This is an optimization exercise on Yosys and OpenROAD, whose aim is small area, a short achievable clock period and few clock cycles per item, not a production implementation.
Where RTL was checked, it was by simulation tests only, not by an equivalence proof against the original.
Power is estimated from default activity; no workload was simulated.

Design software_timer_bank, start of the top module:
module software_timer_bank #(
  parameter int NUM_TIMERS = stb_pkg::NUM_TIMERS_DEF
) (
  input  logic                          clk,
  input  logic                          rst,
  input  logic                          in_valid,
  output logic                          in_stall,
  input  logic [stb_pkg::ACTION_W-1:0]  action,
  input  logic [stb_pkg::INDEX_W-1:0]   timer_index,
  input  logic [stb_pkg::TICK_W-1:0]    period,
  input  logic                          periodic,
  output logic                          out_valid,
  input  logic                          out_stall,
  output logic [stb_pkg::STATUS_W-1:0]  status,
  output logic [stb_pkg::INDEX_W-1:0]   result_index,
  output logic [stb_pkg::TICK_W-1:0]    elapsed_ticks,
  output logic                          last
);
Size in the first run: roughly 86 I/O pins, ~38000 sq um of cells after synthesis.
clock: 8.0 ns
lec_check: 0
cap_margin: 20
core_margin: 2
core_utilization: 40
place_density: 0.6
setup_slack_margin: 5
slew_margin: 20
tns_end_percent: 0
run.sh (not shown) runs the stock make flow with config.mk's settings and CLKGATE_MAP_FILE= SYNTH_SCRIPT=/design/flow/synth_recipe.tcl, a recipe that flattens the netlist after the stock synthesis.
Testbench counts at the start, summed over its fixed seeds: cycles 12,918, items 12,000.
==> next run, changes <==
--- a/flow/design.v
+++ b/flow/design.v
@@ -140,20 +140,18 @@
   localparam int HW    = W - LW;
   logic [W-1:0] tick;
   logic [N-1:0] in_use, running, auto_rl, expired;
   logic [N-1:0] pending;    
   logic [N-1:0] dl_zero;    
   logic [N-1:0] per_one;    
   logic [N-1:0] hq, hq1;    
   logic [N-1:0] scan_need;  
   logic         stall_q;
-  logic [LW-1:0] tn_lo;     
-  logic [HW-1:0] hn1;       
   logic [N-1:0] eng_oh;     
   logic [N-1:0] eng_act;
   logic [W-1:0] eng_per;
   logic [W-1:0] qa_per, qa_dl;
   logic         qa_zero;
   logic          c0v, c1v;
   logic [1:0]    c0k, c1k;
   logic [SW-1:0] c0st, c1st;
   logic [XW-1:0] c0ix, c1ix;
@@ -199,19 +197,19 @@
     .per_wdata (period),
     .dl_we     (eng_act),
     .dl_wdata  (dl_wdata),
     .eng_sel   (eng_sel_n),
     .eng_per   (eng_per_rd),
     .q_sel     (q_sel),
     .q_per     (q_per_rd),
     .d_sel     (d_sel),
     .d_dl      (d_dl),
-    .cmp_lo    (tn_lo),
+    .cmp_lo    (tick_inc[LW-1:0]),
     .lo_eq     (lo_eq)
   );
   logic [N-1:0] hit;
   assign dl_wdata = stb_pkg::pp_add(tick, eng_per, 1'b0);
   assign tick_inc = stb_pkg::pp_inc(tick);
   assign hit      = running & ((pending & per_one) | (~pending & lo_eq & hq));
   assign eng_act  = eng_oh & pending;
   logic c_add, c_inc, ph_z, ph_1, ph_2, ph_m1, e0, e1, wrap;
   logic [LW-1:0] lo_g, lo_p;
@@ -221,43 +219,47 @@
     lo_p = tick[LW-1:0] ^ eng_per[LW-1:0];
     for (int d = 1; d < LW; d = d * 2) begin
       for (int i = LW - 1; i >= d; i = i - 1) begin
         lo_g[i] = lo_g[i] | (lo_p[i] & lo_g[i-d]);
         lo_p[i] = lo_p[i] & lo_p[i-d];
       end
     end
   end
   assign c_add  = lo_g[LW-1];
-  assign c_inc  = (tn_lo == '0);
+  assign c_inc  = &tick[LW-1:0];
   assign ph     = eng_per[W-1:LW];
   assign ph_z   = (ph == HW'(0));
   assign ph_1   = (ph == HW'(1));
   assign ph_2   = (ph == HW'(2));
   assign ph_m1  = &ph;
   always_comb begin
     if (c_add == c_inc) begin
       e0 = ph_z;  e1 = ph_1;
     end else if (c_add) begin
       e0 = ph_m1; e1 = ph_z;
     end else begin
       e0 = ph_1;  e1 = ph_2;
     end
   end
-  assign wrap = &tn_lo;
+  assign wrap = &tick_inc[LW-1:0];
   logic          scan_hit, wrap_next;
+  logic [HW-1:0] hi_next1;
+  logic [W-1:0]  tick_nx1;
   assign scan_oh  = stb_pkg::low_oh(scan_need);
   assign c1_query = c1v && (c1k == stb_pkg::K_QUERY);
   assign c1_oh    = N'(1) << c1ix[IDX_W-1:0];
   assign scan_v   = stall_q && !c1_query && (scan_need != '0);
   assign q_sel    = stall_q ? c1_oh : ix_oh;
   assign d_sel    = stall_q ? (c1_query ? c1_oh : scan_oh) : ix_oh;
-  assign wrap_next = &tn_lo[LW-1:1];
-  assign scan_hit = (d_dl[W-1:LW] == hn1);
+  assign wrap_next = &tick_inc[LW-1:1];
+  assign tick_nx1 = stb_pkg::pp_inc({tick_inc[W-1:LW], {LW{1'b1}}});
+  assign hi_next1 = tick_nx1[W-1:LW];
+  assign scan_hit = (d_dl[W-1:LW] == hi_next1);
   logic [W-1:0] el_live, q_s, q_c, q_ndl;
   logic         q_lt;
   assign q_ndl   = ~qa_dl;
   assign q_s     = qa_per ^ tick ^ q_ndl;
   assign q_c     = {(qa_per[W-2:0] & tick[W-2:0]) | (qa_per[W-2:0] & q_ndl[W-2:0]) |
                     (tick[W-2:0] & q_ndl[W-2:0]), !c0tk};
   assign q_lt    = !stb_pkg::pp_cout(tick, q_ndl, !c0tk) && !(c0tk && (tick == '0));
   assign el_live = (!qa_zero && q_lt) ? stb_pkg::pp_add(q_s, q_c, 1'b0) : '0;
   logic [1:0]    nk;
@@ -372,38 +374,32 @@
   assign move      = c0v && (!ov || !out_stall);
   assign c0_pop    = move && (c0k != stb_pkg::K_SERVICE || svc_last);
   assign c1_to_c0  = c0_pop && c1v;
   assign new_to_c0 = acc && (!c0v || (c0_pop && !c1v));
   assign c0v_n     = (c0v && !c0_pop) || c1v || acc;
   assign c1v_n     = (c1v && !c0_pop) || (acc && !new_to_c0);
   always_ff @(posedge clk) begin
     if (rst) begin
       tick      <= '0;
-      tn_lo     <= LW'(1);
-      hn1       <= HW'(1);
       in_use    <= '0;
       running   <= '0;
       auto_rl   <= '0;
       expired   <= '0;
       pending   <= '0;
       dl_zero   <= '1;
       scan_need <= '0;
       eng_oh    <= '0;
       stall_q   <= 1'b0;
       c0v       <= 1'b0;
       c1v       <= 1'b0;
       ov        <= 1'b0;
     end else begin
-      if (a_tick) begin
-        tick  <= tick_inc;
-        tn_lo <= tn_lo + LW'(1);
-        if (wrap) hn1 <= hn1 + HW'(1);
-      end
+      if (a_tick) tick <= tick_inc;
       in_use    <= in_use_n;
       running   <= running_n;
       auto_rl   <= auto_n;
       expired   <= expired_n;
       pending   <= pending_n;
       dl_zero   <= dl_zero_n;
       scan_need <= scan_need_n;
       eng_oh    <= eng_sel_n;
       stall_q   <= (c0v_n && c1v_n) || multi_rest ||
The new run ran to the end with no violations.
Total power goes down by 4.1%.
Clock power goes down by 5.1%.
Cell area goes up by 4.2%.
Fmax goes down by 15%.
First-iteration DRC count goes up by 23%.
Function not checked in the second run of this note: the RTL went through the layout flow alone.

==> afterwards: timing with drivers on the ports <==
The flow's constraints put no driver on any port. The routed layouts listed below were extracted and timed again, unchanged, in two steps. Step 1 assumes that a clkbuf_16 drives the clock port and a buf_2 every other input. Step 2 adds t to the input delays and takes it off the output delays; t is the mean of the earliest and latest rising clock arrival at the registers after step 1. Input paths then give back, and output paths get back, about the clock's delay inside the block. a / b / c = no drivers / after step 1 / after step 2; a / b = the first two.
run	t, ns	slack for setup (ns)	clock arrival spread, ns	pins driven straight from the clock port
the first run	0.732	4.236 / 4.258 / 3.527	0.045 / 0.045	1
the second run	0.731	3.583 / 3.583 / 2.933	0.037 / 0.036	1
After both steps setup and hold are still met in every run listed. For the first run, which loses most, drivers alone change the setup slack by +0.022 ns; drivers and shift together by -0.709 ns.
